Context: an optimization exercise on an open-source flow, tuned for small area. The choices shown serve that exercise and are no tape-out recipe.
Only simulation tests tie the RTL to the original design; equivalence was not proved.
Power and IR drop assume default switching activity.

== rev 12 ==
==> module message_schedule, before the edit <==
module message_schedule (
  input  wire logic                      clk,
  input  wire logic                      load,       
  input  wire logic                      expand,     
  input  wire logic [2:0]                i,          
  input  wire sha256_pkg::sha256_block_t block,
  output sha256_pkg::digit_t             w_t
);
  logic [511:0] window;
  logic [511:0] block_digits;
  sha256_pkg::digit_t s0, s1, w_new;
  logic         c1_q, c2_q, c3_q;
  logic [4:0]   sum1, sum2, sum3;
  function automatic logic tapbit(input logic [511:0] v, input logic [2:0] ii,
                                  input int base, input int u, input bit shr);
    int m, r;
    m = u / 4;
    r = u % 4;
    if (ii + m >= 8) tapbit = shr ? 1'b0 : v[4*(base + 15 - m) + r];
    else             tapbit = v[4*(base + 7 - m) + r];
  endfunction
  always_comb begin
    for (int q = 0; q < 4; q++) begin
      s0[q] = tapbit(window, i, 112, q + 7, 1'b0) ^ tapbit(window, i, 112, q + 18, 1'b0) ^
              tapbit(window, i, 112, q + 3, 1'b1);
      s1[q] = tapbit(window, i, 8, q + 17, 1'b0) ^ tapbit(window, i, 8, q + 19, 1'b0) ^
              tapbit(window, i, 8, q + 10, 1'b1);
    end
  end
  always_comb begin
    sum1 = sha256_pkg::add4(s1, window[4*55 +: 4], c1_q & (i != 3'd0));
    sum2 = sha256_pkg::add4(sum1[3:0], s0, c2_q & (i != 3'd0));
    sum3 = sha256_pkg::add4(sum2[3:0], window[4*127 +: 4], c3_q & (i != 3'd0));
    w_new = expand ? sum3[3:0] : 4'b0;
  end
  always_ff @(posedge clk) begin
    c1_q <= sum1[4];
    c2_q <= sum2[4];
    c3_q <= sum3[4];
  end
  always_comb begin
    for (int s = 0; s < 16; s++)
      for (int j = 0; j < 8; j++)
        block_digits[4*(8*s + 7 - j) +: 4] = block[32*s + 4*j +: 4];
  end
  always_ff @(posedge clk) begin
    window <= {window[507:0], w_new} | (block_digits & {512{load}});
  end
  assign w_t = window[4*127 +: 4];
endmodule
==> module sha256_hasher, before the edit <==
module sha256_hasher (
  input  wire logic                     clk,
  input  wire logic                     block_load,
  input  wire logic                     block_start,
  input  wire logic                     message_load,
  input  wire sha256_pkg::sha256_block_t block,
  output logic                          block_ready,
  output logic                          done,
  output sha256_pkg::sha256_state_t     hash,
  output sha256_pkg::block_count_t      block_count
);
  logic               load, expand, rounds, feed, init;
  logic [2:0]         i;
  logic [5:0]         round;
  sha256_pkg::digit_t head, h_tail, iv, w_t;
  hash_chain_ctrl u_ctrl (
    .clk          (clk),
    .block_load   (block_load),
    .block_start  (block_start),
    .message_load (message_load),
    .head         (head),
    .load         (load),
    .expand       (expand),
    .i            (i),
    .round        (round),
    .rounds       (rounds),
    .feed         (feed),
    .init         (init),
    .h_tail       (h_tail),
    .iv           (iv),
    .chain_value  (hash),
    .block_ready  (block_ready),
    .done         (done),
    .block_count  (block_count)
  );
  sha256_core u_core (
    .clk    (clk),
    .i      (i),
    .round  (round),
    .rounds (rounds),
    .feed   (feed),
    .init   (init),
    .w_t    (w_t),
    .h_tail (h_tail),
    .iv     (iv),
    .head   (head)
  );
  message_schedule u_sched (
    .clk    (clk),
    .load   (load),
    .expand (expand),
    .i      (i),
    .block  (block),
    .w_t    (w_t)
  );
endmodule
==> flow/config.mk <==
export PLATFORM = sky130hd
export DESIGN_NAME = sha256_hasher
export DESIGN_NICKNAME = sha256_hasher
export VERILOG_FILES = /design/flow/design.v
export SDC_FILE = /design/flow/constraint.sdc
export NUM_CORES = 4
export LEC_CHECK = 0
export CAP_MARGIN = 20
export CORE_MARGIN = 2
export CORE_UTILIZATION = 60
export PLACE_DENSITY = 0.7
export SLEW_MARGIN = 20
==> flow/constraint.sdc <==
create_clock -name core_clock -period 10.0 [get_ports {clk}]
set_input_delay 2.0000 -clock core_clock [delete_from_list [all_inputs] [get_ports {clk}]]
set_output_delay 2.0000 -clock core_clock [all_outputs]
set_load 0.01 [all_outputs]
standard.sh (not shown) runs the stock make flow with config.mk's settings and CLKGATE_MAP_FILE= SYNTH_SCRIPT=/design/flow/synth_recipe.tcl, a recipe that flattens the netlist after the stock synthesis.
==> flow/flow/run.sh <==
#!/bin/bash
# The standard layout, with the smallest buffer on the ports and no
# dummy loads in the clock tree. Each tool's output stays in orfs/logs;
# make's own output goes to flow_make.log here.
set -euo pipefail
export BUFFER_PORTS_ARGS="-buffer_cell sky130_fd_sc_hd__buf_1"
export CTS_ARGS="-sink_clustering_enable -repair_clock_nets -dont_use_dummy_load"
bash standard.sh finish > flow_make.log 2>&1
Here is what was changed in the inputs of rev 13 compared with rev 12.
-- flow/design.v --
<<< rev 12, line 105
  input  wire logic                      expand,     
  input  wire logic [2:0]                i,          
  input  wire sha256_pkg::sha256_block_t block,
  output sha256_pkg::digit_t             w_t
>>> rev 13, line 105
  input  wire logic                      expand,     
  input  wire logic [2:0]                i,          
  input  wire logic [5:0]                t,          
  input  wire sha256_pkg::sha256_block_t block,
  output sha256_pkg::digit_t             w_t
<<< rev 12, line 110
  logic [511:0] window;
  logic [511:0] block_digits;
  sha256_pkg::digit_t s0, s1, w_new;
  logic         c1_q, c2_q, c3_q;
  logic [4:0]   sum1, sum2, sum3;
  function automatic logic tapbit(input logic [511:0] v, input logic [2:0] ii,
                                  input int base, input int u, input bit shr);
    int m, r;
    m = u / 4;
    r = u % 4;
    if (ii + m >= 8) tapbit = shr ? 1'b0 : v[4*(base + 15 - m) + r];
    else             tapbit = v[4*(base + 7 - m) + r];
  endfunction
  always_comb begin
    for (int q = 0; q < 4; q++) begin
      s0[q] = tapbit(window, i, 112, q + 7, 1'b0) ^ tapbit(window, i, 112, q + 18, 1'b0) ^
              tapbit(window, i, 112, q + 3, 1'b1);
      s1[q] = tapbit(window, i, 8, q + 17, 1'b0) ^ tapbit(window, i, 8, q + 19, 1'b0) ^
              tapbit(window, i, 8, q + 10, 1'b1);
    end
  end
  always_comb begin
    sum1 = sha256_pkg::add4(s1, window[4*55 +: 4], c1_q & (i != 3'd0));
    sum2 = sha256_pkg::add4(sum1[3:0], s0, c2_q & (i != 3'd0));
    sum3 = sha256_pkg::add4(sum2[3:0], window[4*127 +: 4], c3_q & (i != 3'd0));
    w_new = expand ? sum3[3:0] : 4'b0;
  end
>>> rev 13, line 111
  logic [511:0] window;
  logic [511:0] block_digits;
  sha256_pkg::digit_t s0, s1, w_new, w_t9;
  logic         c1_q, c2_q, c3_q;
  logic [4:0]   sum1, sum2, sum3;
  logic         blk_t, blk_t1, blk_t9, blk_t14;
  function automatic logic val(input logic [511:0] v, input logic [2:0] ii,
                               input int pos, input int r, input logic blk);
    val = v[4*pos + r] ^ (pos % 2 == 1) ^ (blk & (ii[0] ^ (pos % 2 == 0)));
  endfunction
  function automatic logic tapbit(input logic [511:0] v, input logic [2:0] ii,
                                  input int base, input int u, input bit shr,
                                  input logic blk);
    int m, r;
    m = u / 4;
    r = u % 4;
    if (ii + m >= 8) tapbit = shr ? 1'b0 : val(v, ii, base + 15 - m, r, blk);
    else             tapbit = val(v, ii, base + 7 - m, r, blk);
  endfunction
  assign blk_t   = (t <= 6'd15);
  assign blk_t1  = (t <= 6'd14);
  assign blk_t9  = (t <= 6'd6);
  assign blk_t14 = (t <= 6'd1);
  always_comb begin
    for (int q = 0; q < 4; q++) begin
      s0[q] = tapbit(window, i, 112, q + 7, 1'b0, blk_t1) ^
              tapbit(window, i, 112, q + 18, 1'b0, blk_t1) ^
              tapbit(window, i, 112, q + 3, 1'b1, blk_t1);
      s1[q] = tapbit(window, i, 8, q + 17, 1'b0, blk_t14) ^
              tapbit(window, i, 8, q + 19, 1'b0, blk_t14) ^
              tapbit(window, i, 8, q + 10, 1'b1, blk_t14);
      w_t9[q] = val(window, i, 55, q, blk_t9);
      w_t[q]  = val(window, i, 127, q, blk_t);
    end
  end
  always_comb begin
    sum1 = sha256_pkg::add4(s1, w_t9, c1_q & (i != 3'd0));
    sum2 = sha256_pkg::add4(sum1[3:0], s0, c2_q & (i != 3'd0));
    sum3 = sha256_pkg::add4(sum2[3:0], w_t, c3_q & (i != 3'd0));
    w_new = expand ? sum3[3:0] : 4'b0;
  end
<<< rev 12, line 146
  end
  always_ff @(posedge clk) begin
    window <= {window[507:0], w_new} | (block_digits & {512{load}});
  end
  assign w_t = window[4*127 +: 4];
endmodule
`default_nettype wire
>>> rev 13, line 161
  end
  always_ff @(posedge clk) begin
    for (int p = 0; p < 128; p++) begin
      for (int r = 0; r < 4; r++) begin
        if (p == 0)
          window[r] <= load ? ~block_digits[r] : w_new[r];
        else if (p % 2 == 1)
          window[4*p + r] <= ~(window[4*(p-1) + r] | (block_digits[4*p + r] & load));
        else
          window[4*p + r] <= ~((!load | block_digits[4*p + r]) & window[4*(p-1) + r]);
      end
    end
  end
endmodule
`default_nettype wire
<<< rev 12, line 356
    .expand (expand),
    .i      (i),
    .block  (block),
    .w_t    (w_t)
>>> rev 13, line 379
    .expand (expand),
    .i      (i),
    .t      (round),
    .block  (block),
    .w_t    (w_t)
[summary]
Rev 13 finished all stages; the layout is clean. Both conditions hold for rev 12: the flow ran to the end and the final layout passed the timing, DRC and antenna checks. Highest clock frequency the design can meet delta (rev 13 − rev 12): unfavourable. Delta (rev 13 minus rev 12): switching power total fell by 0.034 mW, total inserted antenna cells rose by 1. Re number of buffers and inverters on the critical path: no difference whatsoever between rev 12 and rev 13. Max TritonCTS buffer count across rev 13 and rev 12: rev 12. Clock transition at the registers of the reported paths: rev 12 vs rev 13 — no meaningful difference. Power delta (rev 13 − rev 12): favourable. Global-route usage over all layers in rev 13 vs rev 12: up 3.9 points. Rev 13 vs. rev 12: global-route wire length before repair went up by about 5.6%. Going from rev 12 to rev 13, final worst-path setup slack fell by 0.21 ns; aggregate routed wire length shows an increase of 9400 um; routed metal-1 wirelength moved up.

## separate check: timing with driven ports
Ports are ideal in the flow. The routed layouts listed here were re-timed in OpenROAD. Step 1 assumes that a clkbuf_16 drives the clock port and a buf_2 every other input. Step 2, shift: input delay + t, output delay - t, t = (earliest + latest rising clock arrival at the registers) / 2. This alone moves slack from input paths to output paths. Slacks: no drivers / after step 1 / after step 2; pairs: no drivers / after step 1.
run | t, ns | setup slack, ns | worst setup path after step 2 | worst slew at a driven data input, ns
rev 12 | 0.692 | 2.810 / 2.810 / 2.810 | register to register | 0.13
rev 13 | 0.686 | 2.598 / 2.598 / 2.598 | register to register | 0.16
After both steps setup and hold are still met in every run listed.
